Source: an optimization exercise on an open RTL-to-GDS flow (aim: small area and a short achievable clock period). Production flows keep margins and buffers that such runs may drop. RTL that was checked went through simulation tests only; none was proved equivalent to the original. Only the layout flow was run in runs 1, 2 and 4 to 6; the RTL was not checked for function there. Power figures rest on the tool's default switching activity, not on a simulated workload.

<file path="flow/design.v">
module risc24_mem_responder #(
    parameter int DEPTH_LOG2 = 8,
    parameter int LATENCY    = 2
) (
    input  logic        i_clk,
    input  logic        i_reset,
    input  logic        i_req_valid,
    input  logic        i_req_write,
    input  logic [15:0] i_req_addr,
    input  logic [15:0] i_req_wdata,
    output logic        o_req_ready,
    output logic        o_resp_valid,
    input  logic        i_resp_ready,
    output logic [15:0] o_resp_rdata,
    output logic        o_resp_err
);
    localparam int NRING = 64;
    logic [NRING-1:0][15:0] r_p0, r_p1, r_p2, r_p3;
    logic [2:0]  r_rot;
    logic [15:0] r_wdata;
    logic [7:0]  r_hi, r_wlo;
    logic [7:0]  r_nhi, r_nwlo;
    logic [3:0]  r_wsh;
    logic        r_nwc;
    logic [7:0]  r_sel_lo0;
    logic [7:0]  r_sel_lo2;
    logic        r_cap_w1;
    logic        r_rinv;
    logic        r_req_ready;
    logic        r_w1;
    logic        r_w2;
    logic        r_resp_valid;
    logic [15:0] r_rdata;
    logic        w_accept;
    logic [2:0]  w_nrot;
    logic [2:0]  w_npos;
    logic [2:0]  w_cpos;
    logic [1:0]  w_wk;
    logic [2:0]  w_wpos;
    logic        w_tap_n;
    logic [7:0]  w_hi, w_lo;
    logic [3:0]  w_wsh_n;
    logic [NRING-1:0] w_we, w_keep;
    logic [15:0] w_tap_data;
    logic        w_cap;
    assign w_accept = r_req_ready && i_req_valid && !i_reset;
    assign w_nrot  = r_rot + 3'd1;
    assign w_npos  = {1'b0, i_req_addr[1:0]} + w_nrot;
    assign w_cpos  = w_npos + {2'b00, w_npos[0]};
    assign w_tap_n = w_cpos[1];
    assign w_hi    = 8'h01 << i_req_addr[7:5];
    assign w_lo    = 8'h01 << i_req_addr[4:2];
    assign w_wk    = 2'd3 - w_npos[1:0];
    assign w_wpos  = w_npos + {1'b0, w_wk} + 3'd1;
    assign w_wsh_n = i_req_write ? (4'h1 << w_wk) : 4'h0;
    always_comb begin
        for (int r = 0; r < NRING; r++) begin
            w_we[r]   = r_wsh[0] && r_hi[r/8] && r_wlo[r%8];
            w_keep[r] = r_nwc || r_nhi[r/8] || r_nwlo[r%8];
        end
    end
    always_ff @(posedge i_clk) begin
        r_rot <= w_nrot;
        for (int r = 0; r < NRING; r++) begin
            r_p0[r] <= ~(({16{w_we[r]}} & r_wdata) | ({16{w_keep[r]}} & r_p3[r]));
            r_p1[r] <= r_p0[r];
            r_p2[r] <= r_p1[r];
            r_p3[r] <= r_p2[r];
        end
    end
    always_ff @(posedge i_clk) begin
        if (w_accept) begin
            r_wdata   <= ~(i_req_wdata ^ {16{w_wpos[2]}});
            r_hi      <= w_hi;
            r_nhi     <= ~w_hi;
            r_wlo     <= i_req_write ? w_lo : 8'h00;
            r_nwlo    <= i_req_write ? ~w_lo : 8'hff;
            r_wsh     <= w_wsh_n;
            r_nwc     <= !w_wsh_n[0];
            r_sel_lo0 <= (i_req_write || w_tap_n) ? 8'h00 : w_lo;
            r_sel_lo2 <= (i_req_write || !w_tap_n) ? 8'h00 : w_lo;
            r_cap_w1  <= !w_npos[0];
            r_rinv    <= !i_req_write && w_cpos[2];
        end else begin
            r_wsh     <= {1'b0, r_wsh[3:1]};
            r_nwc     <= !r_wsh[1];
        end
    end
    always_comb begin
        w_tap_data = 16'h0000;
        for (int r = 0; r < NRING; r++) begin
            w_tap_data = w_tap_data | ({16{r_hi[r/8] && r_sel_lo0[r%8]}} & r_p0[r])
                                    | ({16{r_hi[r/8] && r_sel_lo2[r%8]}} & r_p2[r]);
        end
    end
    assign w_cap = r_cap_w1 ? r_w1 : r_w2;
    always_ff @(posedge i_clk) begin
        if (w_cap) begin
            r_rdata <= w_tap_data ^ {16{r_rinv}};
        end
    end
    always_ff @(posedge i_clk or posedge i_reset) begin
        if (i_reset) begin
            r_req_ready  <= 1'b1;
            r_w1         <= 1'b0;
            r_w2         <= 1'b0;
            r_resp_valid <= 1'b0;
        end else begin
            r_w1 <= w_accept;
            r_w2 <= r_w1;
            if (w_accept) begin
                r_req_ready <= 1'b0;
            end else if (r_resp_valid && i_resp_ready) begin
                r_req_ready <= 1'b1;
            end
            if (r_w2) begin
                r_resp_valid <= 1'b1;
            end else if (i_resp_ready) begin
                r_resp_valid <= 1'b0;
            end
        end
    end
    assign o_req_ready  = r_req_ready;
    assign o_resp_valid = r_resp_valid;
    assign o_resp_rdata = r_rdata;
    assign o_resp_err   = 1'b0;
endmodule
</file>
<file path="flow/run.sh">
#!/bin/bash
# synth_recipe.tcl (not shown) runs the flow's synth.tcl, then flattens the netlist and writes it again
# the make line also repeats each setting of config.mk as NAME=value (left out here)
make -C /OpenROAD-flow-scripts/flow DESIGN_CONFIG=/design/flow/config.mk WORK_HOME=/design/flow/orfs CLKGATE_MAP_FILE= SYNTH_SCRIPT=/design/flow/synth_recipe.tcl finish
</file>
<file path="flow/config.mk">
export PLATFORM = sky130hd
export DESIGN_NAME = risc24_mem_responder
export DESIGN_NICKNAME = risc24_mem_responder
export VERILOG_FILES = /design/flow/design.v
export SDC_FILE = /design/flow/constraint.sdc
export NUM_CORES = 4
export LEC_CHECK = 0
export CAP_MARGIN = 20
export CORE_MARGIN = 2
export CORE_UTILIZATION = 40
export CTS_CLUSTER_DIAMETER = 60
export CTS_CLUSTER_SIZE = 25
export SETUP_SLACK_MARGIN = 4.9
export SLEW_MARGIN = 20
</file>
<file path="flow/constraint.sdc">
create_clock -name core_clock -period 8.0 [get_ports {i_clk}]
set_input_delay 1.6000 -clock core_clock [delete_from_list [all_inputs] [get_ports {i_clk}]]
set_output_delay 1.6000 -clock core_clock [all_outputs]
set_load 0.01 [all_outputs]
</file>
==> summary.md, run 1 <==
| Metric | Value |
|---|---|
| Status | complete, no violations |
| Syn nets | just under 8,000 |
| Core area | roughly 0.27 sq mm |
| Final Cell Area | 0.122 sq mm |
| CP max stage delay | about 1200 ps |
| Initial antenna violation count | 25 |
| Switching Fraction | about a fifth |
| Vias per cell | 5.91 |
| First-pass GRT wire length | 498,000 microns |
| GRT Residual Overflow | 0 |
| Pwr dens | around 270 mW/mm^2 |
| Setup CP Type | flop to flop |
| Synth Register Bits | approximately 4,200 |
| Main area contributors after synthesis | dfxtp_1 75%, a22oi_1 12%, edfxtp_1 2.3% |
| CTS Buf Count | around 200 |
| Worst setup SP type | flop |
| Synthesis Warnings | 1 |
| FFs w/ async S/R, synth | 0.0955% |
| Number of nets with antenna violations after routing | 0 |
| Crit path max fanout | 64 |
| H-tree depth | 4 |
| # setup viols final | 0 |
| Rel. slew slack | a little over 8% |
| Pleak | approximately 47 nW |
| DR iter-0 viols | around 9,600 |
| Clk latency of the worst-skew pair | a little over 900 ps |
| DIE AREA | 0.277 sq mm |
| Most common cell after layout, fill and taps aside | dfxtp_1 |
| Post-synth top area cell | dfxtp_1 |
| Fin nets | 7,721 |
| DRC Markers | 0 |
| Initial Utilization | 40.2% |
| Req. time, crit path | between 8000 and 9000 ps |
| RSZ-0062 raised after global routing | yes |
| Worst Max-Slew Pin Slew | 1380 ps |
| Syn Inst Count | between 7,000 and 8,000 |
| Clock Skew | approximately 65 ps |
| Vias in the first global route | 64,800 |
| Share of layout cells above drive strength 1 | a little under a tenth |
| WL/cell | 32.3 microns |
| Fill cells | approximately 24,000 |
| Hold Fails Final Rpt | 0 |
| Crit path top cell by count | nand4_1 |
| FP Rows | roughly 190 |
| RePlAce Congestion | 0.968 |
| Pint | about 26 mW |
| Tot Pwr | 32.7 mW |
| Die X-Extent | about 530 microns |
| Gate power share | less than 1% |
| CP Cell Sequence | buf_4 > buf_12 > a22oi_1 > nand4_1 > a222oi_1 > nand4_1 > xor2_1 |
| Mean post-synth cell area | ~14 sq um |
| Top cell type's share of synthesized area | between 70 and 80% |
| Drt pass-1 iters | 8 |
| Prevailing post-synth register cell | dfxtp_1 |
| Final wirelength | about 370,000 microns |
| Clock power share | 35.9% |
| Vert. Die Dim | approximately 530 microns |
| Arrival time at the worst endpoint | 4110 ps |
| Largest net degree at the start of global routing | 97 |
| Fmax | slightly below 300 MHz |
| Tcrit/Tclk final | between 40% and 50% |
| Ports | 56 |
| CTS Root Cell | clkbuf_16 |
| Worst Hold Class | flop to flop |
| Clock sinks | 4,190 |
| Fin crit period | approximately 3400 ps |
| GRT Resource Usage Total | between 20% and 30% |
| Setup_tns | 0 ps |
| Sequential power share | 63.9% |
| Placed cell area | roughly 0.11 sq mm |
| CTS tree | yes |
| Sequential fraction of the synthesis area | slightly below 80% |
| Crit. End Element | flop |
| Clk slew on worst S/H paths | roughly 90 ps |
| Crit path max-delay cell type | a222oi_1 |
| CTS Buffer Depth | 3 |
| Cell Area, Synth | 0.109 sq mm |
| Post-detail-place hpwl | 204,000 microns |
| EDFF count, synth | 82 |
| Post-synth cell types | approximately 50 |
| Buffers on Ports | 46 |
| P_sw | around 6.7 mW |
| Max Cap Viol | 0 |
| Most frequent cells in the layout | 4,102 x dfxtp_1, 1,698 x a22oi_1, 243 x a22o_1, 219 x clkbuf_16, 181 x and3_1 |
| Area grow syn2layout | 11.7% |
| Via count | 67,200 |
| Final slew viol count | 0 |
| Peak supply drop | 0.197 mV |
| Hold Worst Slack | between 300 and 400 ps |
-- power by group through the flow --
stage | Combinational [mW] | Sequential (mW) | Clock [mW]
global placement | 0.0447 | 21.4 | 0
CTS | 0.0462 | 20.9 | 11.8
floorplan | 0.0217 | 21.4 | 0
finish | 0.0464 | 20.9 | 11.7
detailed placement | 0.0455 | 21.4 | 0
global route | 0.0504 | 20.9 | 12.6
-- path summary, 6_finish.rpt --
kind | endpoint | start | cells after the start | slack, ps
max | r_rdata[12] | r_sel_lo0[0] | 7 | 4560
min | r_p2[554] | r_p1[554] | 0 | 310
max reg2reg | r_rdata[12] | r_sel_lo0[0] | 7 | 4560
min reg2reg | r_p2[554] | r_p1[554] | 0 | 310
max in group asynchronous | r_req_ready | i_reset | 2 | 6850
min in group asynchronous | r_resp_valid | i_reset | 2 | 910
-- worst max-delay path: cells and delay by family, from the launching register on --
kind,cells,cell delay (ps)
simple gates,2,470
flops,1,370
compound gates,2,1520
buf+inv,2,400
xor+xnor,1,200
-- state kept, by name, summed over array words and instances, names as in the netlist, 3 cells and up --
register,cells
r_sel_lo0,8
r_rdata,16
r_wlo,8
r_p1,1024
r_hi,8
r_p0,1024
r_nwlo,8
r_wsh,4
r_sel_lo2,8
r_p2,1024
r_p3,1024
r_wdata,16
r_nhi,8
r_rot,3
-- cell usage after synthesis, types with 66 or more instances --
cell type and number:
nand4_1 128, dfxtp_1 4104, a22o_1 273, nand2_1 133
and3_1 190, clkbuf_1 521, buf_1 73, or3_1 66
edfxtp_1 82, nand3_1 115, a22oi_1 1728
-- through the flow --
stage | util [%] | std cells | setup slack [ps]
4_1_cts | 44.5 | 11300 | 4740
5_1_grt | 44.9 | 11300 | 4740
6_report | 44.9 | 11400 | 4560
2_1_floorplan | - | 7832 | 4800
3_5_place_dp | 41.5 | 10900 | 3850
3_3_place_gp | 41.5 | 10900 | 3890
-- final cells by class --
| type | count | area [sq um] | area share (%) |
|---|---|---|---|
| tap | 3570 | 4470 | 3.67 |
| inverter | 26 | 101 | 0.0832 |
| sequential | 4190 | 84700 | 69.6 |
| timing repair buffer | 322 | 4060 | 3.33 |
| clock inverter | 59 | 749 | 0.615 |
| multi-input combinational | 2937 | 22200 | 18.3 |
| clock buffer | 242 | 5400 | 4.43 |
| antenna | 21 | 52.6 | 0.0431 |
-- kinds of logic (layout without fill, tap and decap cells) --
logic type	after synthesis	count (layout)	synth area share (%)
flops	4190	4190	77.7
compound gates	2185	2185	15.7
mux	1	1	0.0103
xor+xnor	35	35	0.281
simple gates	707	709	3.61
other cells	1	22	0.00344
buf+inv	707	649	2.64
fa+ha+maj	6	6	0.0757
-- timing repair --
item,CTS,global route
gates cloned,27,15
pin swaps,72,71
setup endpoints to repair,37,66
resized for setup,236,106
hold buffers,0,0
setup buffers,69,42
-- layer usage --
metal / GRT usage, % / vias to the layer above / part of all wire [%]
li1: - / 28200 / -
met1: 34.1 / 34300 / 41
met2: 37.2 / 3957 / 43
met3: 5.80 / 784 / 10
met4: 12.0 / 2 / 5.2
met5: 0 / - / 0.014
==> run 2: changes to the inputs <==
--- a/flow/config.mk
+++ b/flow/config.mk
@@ -7,8 +7,8 @@
 export LEC_CHECK = 0
 export CAP_MARGIN = 20
 export CORE_MARGIN = 2
-export CORE_UTILIZATION = 40
+export CORE_UTILIZATION = 55
 export CTS_CLUSTER_DIAMETER = 60
 export CTS_CLUSTER_SIZE = 25
-export SETUP_SLACK_MARGIN = 4.9
+export SETUP_SLACK_MARGIN = 5.0
 export SLEW_MARGIN = 20
==> run 2 against run 1 <==
  * Non-clock buffer count is 13 lower
  * Utilization grew 17 points
  * Largest cell class unchanged
  * Sequential cell count unchanged
  * Worst hold slack got worse by 5.8 ps
  * Clock skew is 4.0 ps lower
  * First-iteration DRC count decreased by 2.3%
  * Still clean on timing, DRC and antenna
  * Setup slack improved by 170 ps
==> summary.md, run 2 <==
| Metric | Value |
|---|---|
| Status | complete, no violations |
| CTS Root Cell | clkbuf_16 |
| Core area | 0.197 sq mm |
| Max Cap Viol | 0 |
| CP Buf/Inv Count | 3 |
| Initial antenna violation count | between 40 and 50 |
| Final slew viol count | 0 |
| Fill cells | approximately 15,000 |
| DR iter-0 viols | between 9,000 and 10,000 |
| Fmax | a little over 300 MHz |
| Worst Hold Class | flop to flop |
| Placed cell area | about 0.11 sq mm |
| CTS Hold Bufs | 0 |
| Clk latency of the worst-skew pair | ~910 ps |
| Syn Inst Count | 7,832 |
| Peak supply drop | ~0.24 mV |
| EDFF count, synth | 82 |
| H-tree depth | 4 |
| Area grow syn2layout | 11.2% |
| Arrival time at the worst endpoint | around 4000 ps |
| Worst Max-Slew Pin Slew | ~1200 ps |
| Synth Area in Compound Gates | between 10% and 20% |
| CP max stage delay | approximately 700 ps |
| Largest net degree at the start of global routing | just over 90 |
| Setup CP Type | flop to flop |
| CTS Buf Count | between 200 and 250 |
| Cell Area, Synth | 0.109 sq mm |
| Mux cell area share after synthesis | less than 1% |
| Pleak | 46.9 nW |
| Main area contributors after synthesis | dfxtp_1 75%, a22oi_1 12%, edfxtp_1 2.3% |
| Final wirelength | 363,000 microns |
| P_sw | roughly 6.7 mW |
| FP Rows | around 160 |
| Post-detail-place hpwl | between 200,000 and 250,000 microns |
| Xor/xnor share of the synthesized area | less than 1% |
| Synth Register Bits | 4,190 |
| Most frequent cells in the layout | 4,102 x dfxtp_1, 1,694 x a22oi_1, 255 x a22o_1, 216 x clkbuf_16, 180 x and3_1 |
| Vert. Die Dim | 449 microns |
| # setup viols final | 0 |
| Buffers on Ports | 46 |
| Most frequent cell after synthesis | dfxtp_1 |
| GRT Residual Overflow | 0 |
| Largest family of logic cells by synthesized area | compound AO/OA/AOI/OAI gates |
| CTS tree | yes |
| Hold Fails Final Rpt | 0 |
| CP Cell Sequence | buf_12 > buf_12 > bufbuf_16 > and3_1 > a2111oi_4 > nand4_1 > nor4_4 > nand4_1 > xor2_1 |
| Clock Skew | 61.3 ps |
| Prevailing post-synth register cell | dfxtp_1 |
| Setup WS pre-CTS | roughly 3500 ps |
| Clock sinks | 4,190 |
| Fin crit period | ~3300 ps |
| Sequential fraction of the synthesis area | between 70% and 80% |
| Initial Utilization | roughly 55% |
| GRT Resource Usage Total | approximately a third |
| Top cell type's share of synthesized area | between 70% and 80% |
| Post-synthesis adder-cell area fraction | less than 1% |
| Rel. slew slack | between 10% and 20% |
| Clock power share | a little over a third |
| Share of layout cells above drive strength 1 | 9.10% |
| Gate power share | less than 1% |
| Tcrit/Tclk final | around 41% |
| Tot Pwr | between 30 and 40 mW |
| Setup WS post-layout | roughly 4700 ps |
| Post-synth cell types | a little under 50 |
| Worst setup SP type | flop |
| Inst Count DP | 9,941 |
| Most common cell after layout, fill and taps aside | dfxtp_1 |
| WL/cell | between 30 and 40 microns |
| Pint | between 20 and 30 mW |
| FFs w/ async S/R, synth | 0.0955% |
| Req. time, crit path | between 8000 and 9000 ps |
| Fin nets | approximately 7,700 |
| DIE AREA | ~0.2 sq mm |
| Pwr dens | about 270 mW/mm^2 |
| Crit path max fanout | 6 |
| Vias in the first global route | between 60,000 and 70,000 |
| Crit path max-delay cell type | nor4_4 |
| Synthesis Warnings | 1 |
| Number of nets with antenna violations after routing | 0 |
| Post-synth top area cell | dfxtp_1 |
| Ports | 56 |
| Delay-heaviest family, CP | simple AND/OR/NAND/NOR gates |
| Die X-Extent | approximately 450 microns |
| RePlAce Congestion | approximately 0.94 |
| Clk slew on worst S/H paths | ~90 ps |
| RSZ-0062 raised after global routing | yes |
| Final Cell Area | ~0.12 sq mm |
| Post-synth top cells | 4,104 x dfxtp_1, 1,728 x a22oi_1, 521 x clkbuf_1, 273 x a22o_1, 190 x and3_1 |
| Post-synthesis simple-gate area fraction | ~3.6% |
| CTS Buffer Depth | 3 |
| Switching Fraction | 20.2% |
| First-pass GRT wire length | roughly 500,000 microns |
| Final instance count without filler cells | approximately 10,000 |
| Syn nets | just under 8,000 |
| Setup_tns | 0 ps |
| Sequential power share | approximately 63% |
| Crit. End Element | flop |
| Mean post-synth cell area | roughly 14 sq um |
| Via count | 66,600 |
| DRC Markers | 0 |
| Drt pass-1 iters | 7 |
| Vias per cell | roughly 6.4 |
-- run 2: cell counts after synthesis --
No cell type changed its count.
-- run 2: area by class of cell --
class | count | area (sq um) | share of cell area [%]
Sequential cell | 4190 | 84700 | 69.9
Multi-Input combinational cell | 2936 | 22300 | 18.4
Clock buffer | 233 | 5440 | 4.49
Timing Repair Buffer | 309 | 4400 | 3.63
Tap cell | 2640 | 3300 | 2.72
Clock inverter | 73 | 916 | 0.755
Inverter | 26 | 101 | 0.0836
Antenna cell | 31 | 77.6 | 0.0640
-- run 2: final timing paths --
path / start / endpoint / slack (ps) / cells past startpoint
worst max register to register: r_hi[4] / r_rdata[5] / 4730 / 9
max in group asynchronous: i_reset / r_req_ready / 6820 / 2
min in group asynchronous: i_reset / r_resp_valid / 930 / 2
worst min register to register: r_p1[98] / r_p2[98] / 300 / 0
worst max-delay path: r_hi[4] / r_rdata[5] / 4730 / 9
worst min-delay path: r_p1[98] / r_p2[98] / 300 / 0
-- run 2: what timing repair did --
action,CTS,global route
buffers inserted,85,22
hold endpoints to repair,0,0
gates cloned,43,4
pin swaps,108,43
resized for setup,288,52
endpoints found under the setup margin,162,40
-- run 2: layer usage --
metal,routed length (microns),vias to the layer above,track usage [%]
met5,293,-,0
met4,17400,26,15.2
met3,41900,668,11.2
met2,152000,3690,49.6
met1,151000,34100,48.8
li1,-,28200,-
-- run 2: logic make-up after synthesis --
| family | count (synthesis) |
|---|---|
| XOR/XNOR | 35 |
| other | 1 |
| AND/OR/NAND/NOR | 707 |
| adder cells (fa/ha/maj) | 6 |
| flip-flops | 4190 |
| buffers and inverters | 707 |
| AO/OA/AOI/OAI | 2185 |
| multiplexers | 1 |
-- run 2: power groups by stage --
stage	combinational [mW]	clock [mW]	sequential, mW
2_1_floorplan	0.0218	0	21.4
3_3_place_gp	0.0445	0	21.4
3_5_place_dp	0.0454	0	21.4
4_1_cts	0.0456	12.1	20.9
5_1_grt	0.0527	12.8	20.9
6_report	0.0486	12.0	20.9
-- run 2: worst register-to-register path: cells and delay by family (launching register included) --
family	cells	cell delay, ps
compound gates	1	270
simple gates	4	1510
xor+xnor	1	200
buf+inv	3	620
flops	1	430
-- run 2: stage by stage --
step	hold WS (ps)	util [%]
4_1_cts	311	61.1
6_report	302	61.5
3_5_place_dp	312	56.4
3_3_place_gp	309	56.3
5_1_grt	323	61.4
2_1_floorplan	310	-
==> run 3: changes to the inputs <==
--- a/flow/design.v
+++ b/flow/design.v
@@ -24,7 +24,11 @@
     logic        r_nwc;
     logic [7:0]  r_sel_lo0;
     logic [7:0]  r_sel_lo2;
+    logic        r_hold;
+    logic        r_inv_now;
+    logic        r_rd;
     logic        r_cap_w1;
+    logic        r_tap;
     logic        r_rinv;
     logic        r_req_ready;
     logic        r_w1;
@@ -42,7 +46,6 @@
     logic [3:0]  w_wsh_n;
     logic [NRING-1:0] w_we, w_keep;
     logic [15:0] w_tap_data;
-    logic        w_cap;
     assign w_accept = r_req_ready && i_req_valid && !i_reset;
     assign w_nrot  = r_rot + 3'd1;
     assign w_npos  = {1'b0, i_req_addr[1:0]} + w_nrot;
@@ -73,17 +76,35 @@
             r_wdata   <= ~(i_req_wdata ^ {16{w_wpos[2]}});
             r_hi      <= w_hi;
             r_nhi     <= ~w_hi;
-            r_wlo     <= i_req_write ? w_lo : 8'h00;
-            r_nwlo    <= i_req_write ? ~w_lo : 8'hff;
+            r_wlo     <= w_lo;
+            r_nwlo    <= ~w_lo;
             r_wsh     <= w_wsh_n;
             r_nwc     <= !w_wsh_n[0];
-            r_sel_lo0 <= (i_req_write || w_tap_n) ? 8'h00 : w_lo;
-            r_sel_lo2 <= (i_req_write || !w_tap_n) ? 8'h00 : w_lo;
+            r_rd      <= !i_req_write;
             r_cap_w1  <= !w_npos[0];
-            r_rinv    <= !i_req_write && w_cpos[2];
+            r_tap     <= w_tap_n;
+            r_rinv    <= w_cpos[2];
         end else begin
             r_wsh     <= {1'b0, r_wsh[3:1]};
             r_nwc     <= !r_wsh[1];
+        end
+    end
+    always_ff @(posedge i_clk) begin
+        if (w_accept) begin
+            r_sel_lo0 <= (!i_req_write && !w_npos[0] && !w_tap_n) ? w_lo : 8'h00;
+            r_sel_lo2 <= (!i_req_write && !w_npos[0] &&  w_tap_n) ? w_lo : 8'h00;
+            r_hold    <= i_req_write ? 1'b0 : w_npos[0];
+            r_inv_now <= !i_req_write && !w_npos[0] && w_cpos[2];
+        end else if (r_w1) begin
+            r_sel_lo0 <= (r_rd && !r_cap_w1 && !r_tap) ? r_wlo : 8'h00;
+            r_sel_lo2 <= (r_rd && !r_cap_w1 &&  r_tap) ? r_wlo : 8'h00;
+            r_hold    <= !(r_rd && !r_cap_w1);
+            r_inv_now <= r_rd && !r_cap_w1 && r_rinv;
+        end else begin
+            r_sel_lo0 <= 8'h00;
+            r_sel_lo2 <= 8'h00;
+            r_hold    <= 1'b1;
+            r_inv_now <= 1'b0;
         end
     end
     always_comb begin
@@ -93,11 +114,8 @@
                                     | ({16{r_hi[r/8] && r_sel_lo2[r%8]}} & r_p2[r]);
         end
     end
-    assign w_cap = r_cap_w1 ? r_w1 : r_w2;
     always_ff @(posedge i_clk) begin
-        if (w_cap) begin
-            r_rdata <= w_tap_data ^ {16{r_rinv}};
-        end
+        r_rdata <= (w_tap_data ^ {16{r_inv_now}}) | ({16{r_hold}} & r_rdata);
     end
     always_ff @(posedge i_clk or posedge i_reset) begin
         if (i_reset) begin
--- a/flow/config.mk
+++ b/flow/config.mk
@@ -7,8 +7,8 @@
 export LEC_CHECK = 0
 export CAP_MARGIN = 20
 export CORE_MARGIN = 2
-export CORE_UTILIZATION = 55
+export CORE_UTILIZATION = 40
 export CTS_CLUSTER_DIAMETER = 60
 export CTS_CLUSTER_SIZE = 25
-export SETUP_SLACK_MARGIN = 5.0
+export SETUP_SLACK_MARGIN = 4.9
 export SLEW_MARGIN = 20
==> run 3 against run 2 <==
  * Routed wire length decreased by 4.2%
  * Synthesized cell count increased by 1.8%
  * Register-to-register slack improved by 60 ps
  * Critical path type unchanged
  * Highest routed layer unchanged
==> summary.md, run 3 <==
| Metric | Value |
|---|---|
| Register area | roughly 0.085 sq mm |
| Vias per cell | slightly below 6 |
| Final slew viol count | 0 |
| Cell Area, Synth | about 0.11 sq mm |
| WL/cell | 30.7 microns |
| Ports | 56 |
| CTS tree | yes |
| Area grow syn2layout | 9.15% |
| Rel. slew slack | ~16% |
| Fin nets | 7,673 |
| Core area | ~0.27 sq mm |
| Req. time, crit path | ~8800 ps |
| H-tree depth | 4 |
| CTS Buf Count | 200 |
| Multi-input gate area | between 0.02 and 0.025 sq mm |
| Pwr dens | approximately 270 mW/mm^2 |
| Initial antenna violation count | 25 |
| Fill cells | 23,900 |
| # setup viols final | 0 |
| Prevailing post-synth register cell | dfxtp_1 |
| Final wirelength | 348,000 microns |
| Initial Utilization | about two fifths |
| Top cell type's share of synthesized area | between 70% and 80% |
| Crit path max fanout | 77 |
| Layout Utilization | ~44% |
| Vert. Die Dim | 527 microns |
| Arrival time at the worst endpoint | about 4000 ps |
| Setup WS post-layout | ~4800 ps |
| Drt pass-1 iters | 8 |
| Delay-heaviest family, CP | compound AO/OA/AOI/OAI gates |
| FFs w/ async S/R, synth | less than 1% |
| CP Buf/Inv Count | 2 |
| Final Cell Area | between 0.1 and 0.15 sq mm |
| Clk slew on worst S/H paths | 100 ps |
| DIE AREA | between 0.2 and 0.3 sq mm |
| GRT Residual Overflow | 0 |
| GRT Resource Usage Total | 24.2% |
| Fin crit period | ~3200 ps |
| Number of nets with antenna violations after routing | 0 |
| Worst Hold Class | flop to flop |
| CP max stage delay | about 830 ps |
| Post-synth top area cell | dfxtp_1 |
| Most frequent cell after synthesis | dfxtp_1 |
| Setup WS pre-CTS | 3610 ps |
| Most frequent cells in the layout | 4,104 x dfxtp_1, 1,657 x a22oi_1, 376 x nand3_1, 204 x clkbuf_16, 161 x a22o_1 |
| Max Cap Viol | 0 |
| Tcrit/Tclk final | roughly 40% |
| Mean post-synth cell area | 13.7 sq um |
| Sequential fraction of the synthesis area | 77.3% |
| EDFF count, synth | 52 |
| Clk latency of the worst-skew pair | 900 ps |
| DR iter-0 viols | 7,899 |
| RePlAce Congestion | around 0.94 |
| RSZ-0062 raised after global routing | yes |
| Vias in the first global route | around 65,000 |
| CTS Root Cell | clkbuf_16 |
| Syn Inst Count | roughly 8,000 |
| Setup CP Type | flop to flop |
| Most common cell after layout, fill and taps aside | dfxtp_1 |
| Post-synth top cells | 4,138 x dfxtp_1, 1,663 x a22oi_1, 497 x clkbuf_1, 376 x nand3_1, 161 x a22o_1 |
| Via count | about 66,000 |
| Inst Count DP | between 10,000 and 15,000 |
| Synthesis Warnings | 1 |
| Final instance count without filler cells | about 11,000 |
| Fmax | 312 MHz |
| Placed cell area | 0.112 sq mm |
| Share of layout cells above drive strength 1 | 6.83% |
| Main area contributors after synthesis | dfxtp_1 76%, a22oi_1 11%, nand3_1 1.7% |
| Setup_tns | 0 ps |
| Post-synth cell types | between 50 and 60 |
| DRC Markers | 0 |
| CTS Buffer Depth | 3 |
| Clock sinks | 4,194 |
| Worst setup SP type | flop |
| Status | complete, no violations |
| Crit. End Element | flop |
| First-pass GRT wire length | ~490,000 microns |
| Buffers on Ports | 46 |
| R2R Setup Slk | between 4000 and 5000 ps |
| Crit path max-delay cell type | a222oi_1 |
| Die X-Extent | between 500 and 600 microns |
| Synth Register Bits | ~4,200 |
| Pleak | about 43 nW |
| Clock Skew | around 72 ps |
| Hold Fails Final Rpt | 0 |
| Largest net degree at the start of global routing | 113 |
| Syn nets | ~8,000 |
| Worst Max-Slew Pin Slew | between 1000 and 1500 ps |
| Post-detail-place hpwl | between 200,000 and 250,000 microns |
| CP Cell Sequence | buf_12 > a22oi_1 > nand4_1 > a222oi_1 > nand2_1 > buf_4 > o31a_1 > o21ai_1 |
| Peak supply drop | 0.207 mV |
| FP Rows | between 150 and 200 |
## run 3: cell count changes in the layout (fill, tap and decap cells not counted), sizes merged, moves of 43 or more
cell	before	now
nand3	115	377
and3	190	65
a22o	273	161
buf	237	136
o22a	0	71
nand2	133	65
a22oi	1728	1664
a41oi	0	62
nor4	16	70
o22ai	0	43
## run 3: cell type report
class,count,area share [%]
timing repair buffer,165,1.40
clock inverter,58,0.707
sequential,4194,70.9
clock buffer,240,4.47
inverter,43,0.149
tap,3570,3.74
multi-input combinational,3026,18.6
antenna,17,0.0356
## run 3: cell families (layout without fill, tap and decap cells)
kind of cell / count (synthesis) / count (layout) / synth area share [%]
flops: 4194 / 4194 / 77.3
compound gates: 2199 / 2199 / 15.5
simple gates: 800 / 800 / 4.03
buf+inv: 752 / 506 / 2.99
xor+xnor: 19 / 19 / 0.159
fa+ha+maj: 6 / 6 / 0.0755
other cells: 1 / 18 / 0.00343
mux: 1 / 1 / 0.00915
## run 3: final timing paths
path / to / cells past startpoint / from
worst min-delay path: r_p2[648] / 0 / r_p1[648]
worst max register to register: r_rdata[2] / 8 / r_sel_lo0[4]
min in group asynchronous: r_w2 / 2 / i_reset
max in group asynchronous: r_req_ready / 2 / i_reset
worst min register to register: r_p2[648] / 0 / r_p1[648]
worst max-delay path: r_rdata[2] / 8 / r_sel_lo0[4]
## run 3: metrics by stage
| stage | hold slack, ps | power, mW |
|---|---|---|
| after floorplan | 310 | 21.4 |
| after global placement | 310 | 21.4 |
| after detailed placement | 312 | 21.4 |
| after CTS | 297 | 32.8 |
| after global routing | 305 | 33.6 |
| final | 303 | 32.7 |
## run 3: what timing repair did
item,in CTS,in global routing
hold buffers,0,0
endpoints found under the setup margin,42,32
buffers inserted,16,2
gates resized for setup,190,40
pin swaps,24,7
## run 3: metal layers
layer / part of all wire (%) / global-route usage, % / up-vias
li1: - / - / 28400
met1: 42 / 32.9 / 33700
met2: 42 / 35.2 / 3310
met3: 9.7 / 6.37 / 609
met4: 5.8 / 12.8 / 12
met5: 0.024 / 0 / -
## run 3: report_power, final
part | switching (mW) | total (mW) | internal (mW) | leakage [nW]
clock network | 6.65 | 11.8 | 5.11 | 3.00
logic | 0.0206 | 0.0405 | 0.0199 | 5.18
registers | 0 | 20.9 | 20.9 | 35.1
total | 6.67 | 32.7 | 26.0 | 43.2
==> run 4: changes to the inputs <==
--- a/flow/design.v
+++ b/flow/design.v
@@ -16,7 +16,7 @@
 );
     localparam int NRING = 64;
     logic [NRING-1:0][15:0] r_p0, r_p1, r_p2, r_p3;
-    logic [2:0]  r_rot;
+    logic [1:0]  r_rot;
     logic [15:0] r_wdata;
     logic [7:0]  r_hi, r_wlo;
     logic [7:0]  r_nhi, r_nwlo;
@@ -25,36 +25,32 @@
     logic [7:0]  r_sel_lo0;
     logic [7:0]  r_sel_lo2;
     logic        r_hold;
-    logic        r_inv_now;
     logic        r_rd;
     logic        r_cap_w1;
     logic        r_tap;
-    logic        r_rinv;
     logic        r_req_ready;
     logic        r_w1;
     logic        r_w2;
     logic        r_resp_valid;
     logic [15:0] r_rdata;
     logic        w_accept;
-    logic [2:0]  w_nrot;
-    logic [2:0]  w_npos;
-    logic [2:0]  w_cpos;
+    logic [1:0]  w_nrot;
+    logic [1:0]  w_npos;
+    logic [1:0]  w_cpos;
     logic [1:0]  w_wk;
-    logic [2:0]  w_wpos;
     logic        w_tap_n;
     logic [7:0]  w_hi, w_lo;
     logic [3:0]  w_wsh_n;
     logic [NRING-1:0] w_we, w_keep;
     logic [15:0] w_tap_data;
     assign w_accept = r_req_ready && i_req_valid && !i_reset;
-    assign w_nrot  = r_rot + 3'd1;
-    assign w_npos  = {1'b0, i_req_addr[1:0]} + w_nrot;
-    assign w_cpos  = w_npos + {2'b00, w_npos[0]};
+    assign w_nrot  = r_rot + 2'd1;
+    assign w_npos  = i_req_addr[1:0] + w_nrot;
+    assign w_cpos  = w_npos + {1'b0, w_npos[0]};
     assign w_tap_n = w_cpos[1];
     assign w_hi    = 8'h01 << i_req_addr[7:5];
     assign w_lo    = 8'h01 << i_req_addr[4:2];
-    assign w_wk    = 2'd3 - w_npos[1:0];
-    assign w_wpos  = w_npos + {1'b0, w_wk} + 3'd1;
+    assign w_wk    = 2'd3 - w_npos;
     assign w_wsh_n = i_req_write ? (4'h1 << w_wk) : 4'h0;
     always_comb begin
         for (int r = 0; r < NRING; r++) begin
@@ -65,7 +61,7 @@
     always_ff @(posedge i_clk) begin
         r_rot <= w_nrot;
         for (int r = 0; r < NRING; r++) begin
-            r_p0[r] <= ~(({16{w_we[r]}} & r_wdata) | ({16{w_keep[r]}} & r_p3[r]));
+            r_p0[r] <= ({16{w_we[r]}} & r_wdata) | ({16{w_keep[r]}} & r_p3[r]);
             r_p1[r] <= r_p0[r];
             r_p2[r] <= r_p1[r];
             r_p3[r] <= r_p2[r];
@@ -73,7 +69,7 @@
     end
     always_ff @(posedge i_clk) begin
         if (w_accept) begin
-            r_wdata   <= ~(i_req_wdata ^ {16{w_wpos[2]}});
+            r_wdata   <= i_req_wdata;
             r_hi      <= w_hi;
             r_nhi     <= ~w_hi;
             r_wlo     <= w_lo;
@@ -83,7 +79,6 @@
             r_rd      <= !i_req_write;
             r_cap_w1  <= !w_npos[0];
             r_tap     <= w_tap_n;
-            r_rinv    <= w_cpos[2];
         end else begin
             r_wsh     <= {1'b0, r_wsh[3:1]};
             r_nwc     <= !r_wsh[1];
@@ -94,17 +89,14 @@
             r_sel_lo0 <= (!i_req_write && !w_npos[0] && !w_tap_n) ? w_lo : 8'h00;
             r_sel_lo2 <= (!i_req_write && !w_npos[0] &&  w_tap_n) ? w_lo : 8'h00;
             r_hold    <= i_req_write ? 1'b0 : w_npos[0];
-            r_inv_now <= !i_req_write && !w_npos[0] && w_cpos[2];
         end else if (r_w1) begin
             r_sel_lo0 <= (r_rd && !r_cap_w1 && !r_tap) ? r_wlo : 8'h00;
             r_sel_lo2 <= (r_rd && !r_cap_w1 &&  r_tap) ? r_wlo : 8'h00;
             r_hold    <= !(r_rd && !r_cap_w1);
-            r_inv_now <= r_rd && !r_cap_w1 && r_rinv;
         end else begin
             r_sel_lo0 <= 8'h00;
             r_sel_lo2 <= 8'h00;
             r_hold    <= 1'b1;
-            r_inv_now <= 1'b0;
         end
     end
     always_comb begin
@@ -115,7 +107,7 @@
         end
     end
     always_ff @(posedge i_clk) begin
-        r_rdata <= (w_tap_data ^ {16{r_inv_now}}) | ({16{r_hold}} & r_rdata);
+        r_rdata <= w_tap_data | ({16{r_hold}} & r_rdata);
     end
     always_ff @(posedge i_clk or posedge i_reset) begin
         if (i_reset) begin
==> run 4 against run 3 <==
  * Still clean on timing, DRC and antenna
  * Clock power about the same
  * Setup slack got worse by 100 ps
  * Sequential cell count decreased by 3
  * Clock skew decreased by 23 ps
  * Area after synthesis increased by 0.57%
  * Design area increased by 1.1%
  * Critical endpoint is now r_rdata[11]
  * Largest power group unchanged
==> summary.md, run 4 <==
| Metric | Value |
|---|---|
| Status | complete, no violations |
| Post-detail-place hpwl | between 200,000 and 300,000 microns |
| Prevailing post-synth register cell | dfxtp_1 |
| CP Buf/Inv Count | 2 |
| Largest net degree at the start of global routing | 74 |
| DR iter-0 viols | between 10,000 and 15,000 |
| Vias per cell | around 6.6 |
| Synth Register Bits | 4,191 |
| Mean post-synth cell area | about 14 sq um |
| Synth Area in Compound Gates | between 15 and 20% |
| Most frequent cells in the layout | 4,103 x dfxtp_1, 1,124 x a22o_1, 594 x a22oi_1, 300 x nand3_1, 219 x buf_4 |
| Final slew viol count | 0 |
| Rel. slew slack | a little over 7% |
| Tot Pwr | roughly 33 mW |
| Delay-heaviest family, CP | buffers and inverters |
| Layout Utilization | around 44% |
| Arrival time at the worst endpoint | about 4200 ps |
| Met2 Track Usage GR | between 40% and 50% |
| First-pass GRT wire length | between 600,000 and 700,000 microns |
| WL/cell | around 43 microns |
| Worst Max-Slew Pin Slew | about 1400 ps |
| Clock sinks | around 4,200 |
| Mux cell area share after synthesis | 0% |
| GRT Resource Usage Total | 33.9% |
| # setup viols final | 0 |
| Met3 Use GR | roughly 14% |
| Setup_tns | 0 ps |
| Vias in the first global route | between 60,000 and 70,000 |
| Peak supply drop | between 0.2 and 0.25 mV |
| Post-synthesis simple-gate area fraction | about 3.7% |
| Req. time, crit path | about 8900 ps |
| Crit path max fanout | 28 |
| Post-synth cell types | 65 |
| Sequential fraction of the synthesis area | between 70% and 80% |
| DRC Markers | 0 |
| Hold Fails Final Rpt | 0 |
| Clk latency of the worst-skew pair | 930 ps |
| Initial antenna violation count | 64 |
| Worst setup SP type | flop |
| Final wirelength | roughly 490,000 microns |
| DIE AREA | about 0.28 sq mm |
| Final Cell Area | about 0.12 sq mm |
| CP Cell Sequence | buf_6 > buf_4 > a22oi_1 > a41oi_1 > nor4_1 > nand2_1 > or4_1 |
| Clock Skew | slightly below 50 ps |
| CTS tree | yes |
| Most frequent cell after synthesis | dfxtp_1 |
| FFs w/ async S/R, synth | less than 1% |
| EDFF count, synth | between 50 and 60 |
| Tcrit/Tclk final | about two fifths |
| Post-synth top cells | 4,136 x dfxtp_1, 1,124 x a22o_1, 595 x a22oi_1, 474 x clkbuf_1, 301 x nand3_1 |
| Max Cap Viol | 0 |
| Synthesis Warnings | 1 |
| Crit. End Element | flop |
| CTS Buf Count | a little under 200 |
| CP max stage delay | ~820 ps |
| Syn nets | 8,016 |
| Clk slew on worst S/H paths | roughly 100 ps |
| Grt peak-use layer | met2 |
| GRT Residual Overflow | 0 |
| Most common cell after layout, fill and taps aside | dfxtp_1 |
| Cell Area, Synth | between 0.1 and 0.15 sq mm |
| Main area contributors after synthesis | dfxtp_1 75%, a22o_1 9.0%, a22oi_1 4.1% |
| Post-synth top area cell | dfxtp_1 |
| RSZ-0062 raised after global routing | yes |
| Fin crit period | roughly 3300 ps |
| Xor/xnor share of the synthesized area | less than 1% |
| Fmax | between 300 and 400 MHz |
| Via count | 76,400 |
| Vert. Die Dim | approximately 530 microns |
| CTS Hold Bufs | 0 |
| RePlAce Congestion | approximately 0.95 |
| Largest family of logic cells by synthesized area | compound AO/OA/AOI/OAI gates |
| Share of layout cells above drive strength 1 | 9.02% |
| Post-synthesis adder-cell area fraction | 0.0455% |
| Grt met1 use | between 40 and 50% |
| Setup CP Type | flop to flop |
| H-tree depth | 4 |
| Ports | 56 |
| Syn Inst Count | between 7,000 and 8,000 |
| Core area | 0.274 sq mm |
| Number of nets with antenna violations after routing | 0 |
| Fin nets | ~8,000 |
| Die X-Extent | 528 microns |
| Area grow syn2layout | 9.72% |
| Pleak | around 45 nW |
| Pwr dens | about 270 mW/mm^2 |
| Top cell type's share of synthesized area | 75.3% |
| Drt pass-1 iters | 18 |
| Initial Utilization | about two fifths |
| Buffers on Ports | 46 |
| CTS Root Cell | clkbuf_16 |
| Placed cell area | between 0.1 and 0.15 sq mm |
| CTS Buffer Depth | 3 |
| Crit path max-delay cell type | dfxtp_4 |
| Worst Hold Class | flop to flop |
| FP Rows | 192 |
-- run 4: changes by cell type after synthesis, sizes merged, moves of 51 or more --
cell	change
a21oi	+86
a22o	+963
a22oi	-1068
a32oi	+66
a41oi	-56
nand3	-76
nand4	-51
o22ai	+76
-- run 4: final cells by class --
class	count	area [sq um]
fill	24200	153000
sequential	4191	84500
multi-input combinational	3029	22800
clock buffer	228	5220
tap	3589	4490
timing repair buffer	288	2450
clock inverter	57	737
inverter	47	213
antenna	83	208
timing repair inverter	1	5.00
-- run 4: worst paths after layout --
check	end	startpoint	cells past startpoint	slack (ps)
min reg2reg	r_p2[345]	r_p1[345]	0	310
max	r_rdata[11]	r_sel_lo0[7]	7	4690
max reg2reg	r_rdata[11]	r_sel_lo0[7]	7	4690
min in group asynchronous	r_w1	i_reset	2	930
max in group asynchronous	r_req_ready	i_reset	2	6820
min	r_p2[345]	r_p1[345]	0	310
-- run 4: metrics by stage --
step,cells,hold slack (ps),worst slack [ps]
3_3_place_gp,11100,310,3810
6_report,11500,307,4690
5_1_grt,11400,310,4830
4_1_cts,11400,306,4740
3_5_place_dp,11100,312,3780
2_1_floorplan,7975,310,4640
-- run 4: cells by family (layout without fill, tap and decap cells) --
| kind of cell | Yosys count | count (layout) |
|---|---|---|
| xor+xnor | 3 | 3 |
| simple gates | 746 | 746 |
| compound gates | 2275 | 2275 |
| flops | 4191 | 4191 |
| buf+inv | 755 | 621 |
| fa+ha+maj | 4 | 4 |
| other cells | 1 | 84 |
-- run 4: layer usage --
metal	part of all wire (%)	vias to the layer above	wire length [microns]
li1	-	28700	-
met5	0.11	-	529
met4	8.6	55	42300
met3	15	1929	72300
met1	36	38400	179000
met2	40	7291	198000
-- run 4: repair_timing --
action | in CTS | in global routing
cloned | 2 | 2
resized for setup | 144 | 24
buffers inserted | 3 | 0
endpoints found under the setup margin | 73 | 61
-- run 4: report_power, final --
part | leakage, nW | switching [mW] | total (mW) | internal [mW]
clock | 2.91 | 6.84 | 11.7 | 4.91
sequential | 33.8 | 0 | 20.9 | 20.9
combinational | 8.45 | 0.0146 | 0.0302 | 0.0156
-- run 4: worst register-to-register path: stages (launching register included) --
cell and delay (ps):
dfxtp_4 820, buf_6 520, buf_4 590, a22oi_1 170, a41oi_1 670, nor4_1 180
nand2_1 200, or4_1 140
==> run 5: changes to the inputs <==
--- a/flow/design.v
+++ b/flow/design.v
@@ -44,14 +44,14 @@
     logic [NRING-1:0] w_we, w_keep;
     logic [15:0] w_tap_data;
     assign w_accept = r_req_ready && i_req_valid && !i_reset;
-    assign w_nrot  = r_rot + 2'd1;
-    assign w_npos  = i_req_addr[1:0] + w_nrot;
-    assign w_cpos  = w_npos + {1'b0, w_npos[0]};
+    assign w_nrot  = r_rot;
+    assign w_npos  = {i_req_addr[1] ^ w_nrot[1] ^ (i_req_addr[0] & w_nrot[0]), i_req_addr[0] ^ w_nrot[0]};
+    assign w_cpos  = {w_npos[1] ^ w_npos[0], 1'b0};
     assign w_tap_n = w_cpos[1];
     assign w_hi    = 8'h01 << i_req_addr[7:5];
     assign w_lo    = 8'h01 << i_req_addr[4:2];
-    assign w_wk    = 2'd3 - w_npos;
-    assign w_wsh_n = i_req_write ? (4'h1 << w_wk) : 4'h0;
+    assign w_wk    = ~w_npos;
+    assign w_wsh_n = {4{i_req_write}} & {w_wk == 2'd3, w_wk == 2'd2, w_wk == 2'd1, w_wk == 2'd0};
     always_comb begin
         for (int r = 0; r < NRING; r++) begin
             w_we[r]   = r_wsh[0] && r_hi[r/8] && r_wlo[r%8];
@@ -59,7 +59,7 @@
         end
     end
     always_ff @(posedge i_clk) begin
-        r_rot <= w_nrot;
+        r_rot <= r_rot + 2'd1;
         for (int r = 0; r < NRING; r++) begin
             r_p0[r] <= ({16{w_we[r]}} & r_wdata) | ({16{w_keep[r]}} & r_p3[r]);
             r_p1[r] <= r_p0[r];
==> run 5 against run 4 <==
  * Final cell count up 0.59%
  * Fmax down 1.3%
  * Count of clock-buffer cells in the layout up 13
  * Still clean
  * Utilization up 0.22 points
  * Highest routed layer unchanged
  * Setup slack worse by 42 ps
  * Sequential share of layout area down 0.29 points
  * Sequential power about the same
  * Largest power group unchanged
  * Clock power up 5%
  * Design area up 0.42%
  * Area after synthesis about the same
  * Sequential cell count unchanged
  * Die area about the same
==> summary.md, run 5 <==
| Metric | Value |
|---|---|
| Crit path top cell by count | or4_1 |
| CTS tree | yes |
| Setup_tns | 0 ps |
| Fmax | approximately 300 MHz |
| Via count | roughly 76,000 |
| CTS Buf Count | around 200 |
| CTS Buffer Depth | 3 |
| Peak supply drop | a little over 0.2 mV |
| Ports | 56 |
| Area grow syn2layout | 10.3% |
| Crit path max-delay cell type | inv_1 |
| CP max stage delay | roughly 750 ps |
| Rel. slew slack | between 10% and 20% |
| Arrival time at the worst endpoint | 4160 ps |
| Syn Inst Count | roughly 8,000 |
| H-tree depth | 4 |
| Worst Setup SP | r_sel_lo2[3] |
| GRT Resource Usage Total | 33.5% |
| Inst Count DP | roughly 11,000 |
| Most frequent cells in the layout | 4,103 x dfxtp_1, 1,052 x a22o_1, 660 x a22oi_1, 381 x nand3_1, 208 x clkbuf_16 |
| Synthesis Warnings | 1 |
| Final wirelength | ~480,000 microns |
| Initial antenna violation count | 69 |
| First-pass GRT wire length | about 630,000 microns |
| Clock Skew | about 60 ps |
| Prevailing post-synth register cell | dfxtp_1 |
| CTS Hold Bufs | 0 |
| FP Rows | ~190 |
| GRT Residual Overflow | 0 |
| DR iter-0 viols | approximately 14,000 |
| Crit path max fanout | 12 |
| Number of nets with antenna violations after routing | 0 |
| Synth Register Bits | approximately 4,200 |
| Drt pass-1 iters | 9 |
| Req. time, crit path | slightly below 9000 ps |
| Register-to-Register Path Depth | 6 |
| EDFF count, synth | 51 |
| Clock sinks | around 4,200 |
| Post-detail-place hpwl | roughly 270,000 microns |
| Main area contributors after synthesis | dfxtp_1 75%, a22o_1 8.4%, a22oi_1 4.5% |
| Most frequent cell after synthesis | dfxtp_1 |
| Crit. End Element | flop |
| CP Cell Sequence | inv_1 > buf_4 > o22ai_1 > or4_1 > or3_1 > or4_1 |
| Most common cell after layout, fill and taps aside | dfxtp_1 |
| Final instance count without filler cells | about 12,000 |
| Top cell type's share of synthesized area | 75.4% |
| Max Cap Viol | 0 |
| Tcrit/Tclk final | 41.9% |
| CP Depth | 6 |
| Cell Area, Synth | 0.110 sq mm |
| # setup viols final | 0 |
| Hold Worst Slack | ~280 ps |
| Critical Path Sink | r_rdata[9] |
| Clk latency of the worst-skew pair | about 960 ps |
| Mean post-synth cell area | between 10 and 15 sq um |
| CTS Root Cell | clkbuf_16 |
| Worst Max-Slew Pin Slew | 1280 ps |
| Final slew viol count | 0 |
| Post-synth top cells | 4,136 x dfxtp_1, 1,052 x a22o_1, 661 x a22oi_1, 510 x clkbuf_1, 382 x nand3_1 |
| Initial Utilization | 40.2% |
| Vias in the first global route | ~70,000 |
| RePlAce Congestion | between 0.9 and 1 |
| Die X-Extent | approximately 530 microns |
| Core area | approximately 0.27 sq mm |
| Clk slew on worst S/H paths | around 100 ps |
| Share of layout cells above drive strength 1 | 9.28% |
| DRC Markers | 0 |
| FFs w/ async S/R, synth | less than 1% |
| Worst Hold Class | flop to flop |
| WL/cell | approximately 42 microns |
| Setup CP Type | flop to flop |
| Syn nets | 8,090 |
| Fin nets | 7,864 |
| CP Buf/Inv Count | 2 |
| RSZ-0062 raised after global routing | yes |
| Buffers on Ports | between 40 and 50 |
| Delay-heaviest family, CP | simple AND/OR/NAND/NOR gates |
| Hold Fails Final Rpt | 0 |
| Reg-to-Reg Start | r_sel_lo2[3] |
| Status | complete, no violations |
| Vert. Die Dim | between 500 and 600 microns |
| Largest net degree at the start of global routing | 91 |
| DIE AREA | 0.279 sq mm |
| Pleak | ~45 nW |
| Vias per cell | ~6.6 |
| Worst setup SP type | flop |
| Post-synth top area cell | dfxtp_1 |
| Fin crit period | between 3000 and 4000 ps |
| R2R Setup Slk | 4650 ps |
| Pwr dens | ~270 mW/mm^2 |
| R2R Path End | r_rdata[9] |
| Post-synth cell types | 59 |
| Sequential fraction of the synthesis area | between 70% and 80% |
run 5: per-layer routing:
layer,track usage [%],vias up,share of wire [%]
met5,0.797,-,0.12
met4,24.2,52,8.1
met3,13.9,1760,15
met2,44.7,7189,39
met1,43.0,38400,37
li1,-,28800,-
run 5: area by class of cell:
cell class	count	area (sq um)
repair buffers	280	2460
clock inverters	66	990
flip-flops and latches	4191	84600
inverters	48	234
diodes	69	173
multi-input cells	3097	22800
well taps	3589	4490
fillers	24300	152000
clock buffers	241	5460
run 5: stage by stage:
| stage | worst slack (ps) | area (sq um) | power, mW | utilization, % |
|---|---|---|---|---|
| global route | 4800 | 121000 | 33.8 | 44.3 |
| finish | 4650 | 121000 | 33.2 | 44.3 |
| detailed placement | 3720 | 114000 | 21.4 | 41.8 |
| global placement | 3740 | 114000 | 21.4 | 41.8 |
| floorplan | 4670 | 110000 | 21.4 | - |
| CTS | 4780 | 121000 | 33.1 | 44.2 |
run 5: how the worst min path moves through the flow:
stage / from / end / slack (ps) / cells after the start
2_1_floorplan: r_p1[0] / r_p2[0] / 310 / 0
3_3_place_gp: r_p1[299] / r_p2[299] / 310 / 0
3_5_place_dp: r_p1[248] / r_p2[248] / 310 / 0
4_1_cts: r_p1[116] / r_p2[116] / 300 / 0
5_1_grt: r_p1[979] / r_p2[979] / 320 / 0
6_report: r_p1[116] / r_p2[116] / 280 / 0
run 5: cells by family (layout without fill, tap and decap cells):
| kind of cell | after synthesis | after routing | share of synthesized area (%) |
|---|---|---|---|
| buffers and inverters | 760 | 635 | 2.65 |
| adders and majority gates | 5 | 5 | 0.0569 |
| and+or+nand+nor | 871 | 871 | 4.37 |
| AOI/OAI and AO/OA | 2217 | 2217 | 16.1 |
| xor gates and xnor gates | 3 | 3 | 0.0239 |
| DFF | 4191 | 4191 | 76.8 |
| other | 1 | 70 | 0.00341 |
run 5: repair_timing:
| item | CTS | global route |
|---|---|---|
| endpoints found under the setup margin | 58 | 21 |
| setup buffers | 5 | 3 |
| resized for setup | 157 | 28 |
| cloned | 1 | 0 |
run 5: report_power, final:
group	total [mW]	internal, mW	switching [mW]
logic	0.0288	0.0157	0.0132
registers	20.9	20.9	0
clock network	12.3	5.32	6.94
total	33.2	26.2	6.95
==> run 6: changes to the inputs <==
--- a/flow/config.mk
+++ b/flow/config.mk
@@ -7,8 +7,8 @@
 export LEC_CHECK = 0
 export CAP_MARGIN = 20
 export CORE_MARGIN = 2
-export CORE_UTILIZATION = 40
+export CORE_UTILIZATION = 55
 export CTS_CLUSTER_DIAMETER = 60
 export CTS_CLUSTER_SIZE = 25
-export SETUP_SLACK_MARGIN = 4.9
+export SETUP_SLACK_MARGIN = 5.0
 export SLEW_MARGIN = 20
==> run 6 against run 5 <==
  * Still clean
  * Worst hold slack better by 22 ps
  * Synthesized cell count stayed put
  * Die area is 27% lower
  * Utilization is 16 points higher
  * Critical path depth is 1 higher
  * Fmax is 6.2% lower
  * Global-route usage is 13 points higher
  * Sequential cell count stayed put
  * Area after synthesis stayed put
  * Critical endpoint unchanged
==> summary.md, run 6 <==
| Metric | Value |
|---|---|
| CTS Hold Bufs | 0 |
| GRT Resource Usage Total | between 40% and 50% |
| EDFF count, synth | around 50 |
| DIE AREA | about 0.2 sq mm |
| Syn nets | 8,090 |
| Crit path max fanout | slightly below 80 |
| CP Depth | 7 |
| Post-detail-place hpwl | approximately 260,000 microns |
| CP Buf/Inv Count | 3 |
| Fin nets | a little under 8,000 |
| Worst Max-Slew Pin Slew | approximately 1300 ps |
| CP max stage delay | 590 ps |
| Drt pass-1 iters | 7 |
| Most common cell after layout, fill and taps aside | dfxtp_1 |
| # setup viols final | 0 |
| H-tree depth | 4 |
| DRC Markers | 0 |
| Mean post-synth cell area | between 10 and 15 sq um |
| Initial antenna violation count | between 80 and 90 |
| Pwr dens | around 270 mW/mm^2 |
| Final slew viol count | 0 |
| Hold Fails Final Rpt | 0 |
| Vias per cell | roughly 7.3 |
| Via count | just under 80,000 |
| Post-synth top cells | 4,136 x dfxtp_1, 1,052 x a22o_1, 661 x a22oi_1, 510 x clkbuf_1, 382 x nand3_1 |
| Crit path max-delay cell type | or4b_2 |
| Largest net degree at the start of global routing | 104 |
| Arrival time at the worst endpoint | between 4000 and 5000 ps |
| Share of layout cells above drive strength 1 | about a tenth |
| Setup CP Type | flop to flop |
| Tot Pwr | roughly 33 mW |
| Crit. End Element | flop |
| Fmax | ~280 MHz |
| Area grow syn2layout | 9.44% |
| CP Cell Sequence | buf_12 > inv_8 > buf_8 > a21oi_1 > nor4_1 > or4b_2 > or4_1 |
| Vias in the first global route | ~69,000 |
| CTS Root Cell | clkbuf_16 |
| Post-synthesis adder-cell area fraction | less than 1% |
| Peak supply drop | around 0.25 mV |
| Clock sinks | between 4,000 and 5,000 |
| Vert. Die Dim | 451 microns |
| FP Rows | around 160 |
| Register-to-Register Path Depth | 7 |
| GRT Residual Overflow | 0 |
| Largest family of logic cells by synthesized area | compound AO/OA/AOI/OAI gates |
| Worst Hold Launch | r_p1[105] |
| Syn Inst Count | 8,048 |
| Prevailing post-synth register cell | dfxtp_1 |
| RSZ-0062 raised after global routing | yes |
| Worst Hold Class | flop to flop |
| CTS Buf Count | 202 |
| Synth Area in Compound Gates | between 15 and 20% |
| Post-synthesis simple-gate area fraction | approximately 4.4% |
| Main area contributors after synthesis | dfxtp_1 75%, a22o_1 8.4%, a22oi_1 4.5% |
| Clk slew on worst S/H paths | roughly 100 ps |
| Clock Skew | approximately 47 ps |
| Clk latency of the worst-skew pair | 930 ps |
| Register area | about 0.085 sq mm |
| Post-synth top area cell | dfxtp_1 |
| Initial Utilization | around 55% |
| Setup WS post-layout | ~4400 ps |
| Post-synth cell types | between 50 and 60 |
| Synth Register Bits | between 4,000 and 5,000 |
| Xor/xnor share of the synthesized area | 0.0239% |
| Fin crit period | about 3600 ps |
| Setup_tns | 0 ps |
| Req. time, crit path | around 8800 ps |
| CTS tree | yes |
| Setup WS pre-CTS | a little under 4000 ps |
| WHS Path Cells | 0 |
| Worst setup SP type | flop |
| Final wirelength | 488,000 microns |
| Rel. slew slack | between 10% and 20% |
| Core area | between 0.15 and 0.2 sq mm |
| WL/cell | roughly 45 microns |
| Ports | between 50 and 60 |
| Fill cells | 15,600 |
| DR iter-0 viols | between 15,000 and 20,000 |
| Cell Area, Synth | ~0.11 sq mm |
| Buffers on Ports | 46 |
| Tcrit/Tclk final | between 40% and 50% |
| Pleak | ~45 nW |
| Max Cap Viol | 0 |
| First-pass GRT wire length | 629,000 microns |
| Number of nets with antenna violations after routing | 0 |
| Delay-heaviest family, CP | simple AND/OR/NAND/NOR gates |
| Die X-Extent | 451 microns |
| Top cell type's share of synthesized area | between 70% and 80% |
| Sequential fraction of the synthesis area | about three quarters |
| FFs w/ async S/R, synth | less than 1% |
| RePlAce Congestion | 0.948 |
| Multi-input gate area | approximately 0.023 sq mm |
| Layout Utilization | 60.4% |
| Most frequent cell after synthesis | dfxtp_1 |
| Synthesis Warnings | 1 |
| Status | complete, no violations |
| Mux cell area share after synthesis | 0% |
| Worst Setup SP | r_hi[0] |
| Most frequent cells in the layout | 4,103 x dfxtp_1, 1,052 x a22o_1, 660 x a22oi_1, 381 x nand3_1, 213 x clkbuf_16 |
| CTS Buffer Depth | 3 |
| Reg-to-Reg Start | r_hi[0] |
-- run 6: cell counts after synthesis --
Identical to the previous run, type by type.
-- run 6: worst reg2reg max path, stage by stage (launching register included) --
cell,delay (ps)
edfxtp_1,420
buf_12,210
inv_8,920
buf_8,460
a21oi_1,110
nor4_1,230
or4b_2,590
or4_1,510
-- run 6: per-layer routing --
layer  share of wire, %  GRT usage, %  routed length (microns)
met1                 37          62.0                   182000
met2                 40          60.2                   193000
met3                 16          20.5                    79600
met4                6.6          29.4                    32300
met5               0.12          1.96                      594
-- run 6: power breakdown --
part	switching, mW	leakage (nW)	internal [mW]
combinational	0.0124	8.34	0.0157
clock	6.83	3.09	5.22
sequential	0	33.8	20.9
-- run 6: area by class of cell --
| cell class | instances | area share [%] |
|---|---|---|
| Clock buffer | 246 | 4.62 |
| Multi-Input combinational cell | 3097 | 19.0 |
| Inverter | 48 | 0.188 |
| Timing Repair inverter | 1 | 0.00416 |
| Clock inverter | 71 | 0.610 |
| Antenna cell | 123 | 0.256 |
| Timing Repair Buffer | 296 | 2.29 |
| Tap cell | 2656 | 2.76 |
| Sequential cell | 4191 | 70.3 |
-- run 6: repair_timing --
item | in CTS | in global routing
gates resized for setup | 173 | 32
setup endpoints to repair | 50 | 40
endpoints found under the hold margin | 0 | 0
pin swaps | 0 | 3
setup buffers | 11 | 5
gates cloned | 1 | 2
-- run 6: path summary, 6_finish.rpt --
check                               to  slack [ps]
max                         r_rdata[9]        4430
min                          r_p2[105]         300
max reg2reg                 r_rdata[9]        4430
min reg2reg                  r_p2[105]         300
max in group asynchronous  r_req_ready        6810
min in group asynchronous         r_w1         910
-- run 6: kinds of logic after synthesis --
family / count (synthesis)
compound gates: 2217
xor+xnor: 3
fa+ha+maj: 5
buf+inv: 760
flops: 4191
other cells: 1
simple gates: 871
-- run 6: stage by stage --
stage / hold slack, ps / instances / area (sq um)
floorplan: 310 / 8048 / 110000
global placement: 310 / 10300 / 113000
detailed placement: 312 / 10300 / 113000
CTS: 300 / 10600 / 120000
global route: 313 / 10600 / 120000
finish: 302 / 10700 / 120000

## re-timing with driven ports
No port has a modelled driver above. Below, the same layouts with a new extraction and two added sets of constraints.
Step 1: set_driving_cell puts a clkbuf_16 on i_clk and a buf_2 on each other input, an assumption about the parent block.
Step 2 times the ports against the registers' clock, not the clock port: input delays grow and output delays shrink by t, the midpoint of the rising clock arrivals with the driver on.
Slacks: ideal / step 1 / step 2; pairs: ideal / step 1.
run	t (ns)	setup slack, ns	slew at the worst register clock pin (ns)
run 1	0.991	4.560 / 4.560 / 4.148	0.10 / 0.10
run 2	0.970	4.734 / 4.702 / 4.258	0.10 / 0.10
run 3	0.963	4.794 / 4.766 / 4.094	0.10 / 0.10
run 4	0.974	4.691 / 4.691 / 4.145	0.11 / 0.11
run 5	1.028	4.649 / 4.649 / 4.127	0.10 / 0.10
run 6	1.001	4.429 / 4.429 / 4.365	0.10 / 0.10
After both steps setup and hold are still met in every run listed. The setup slack of run 3, which loses most, moves by -0.028 ns with the drivers and by -0.700 ns with both steps.
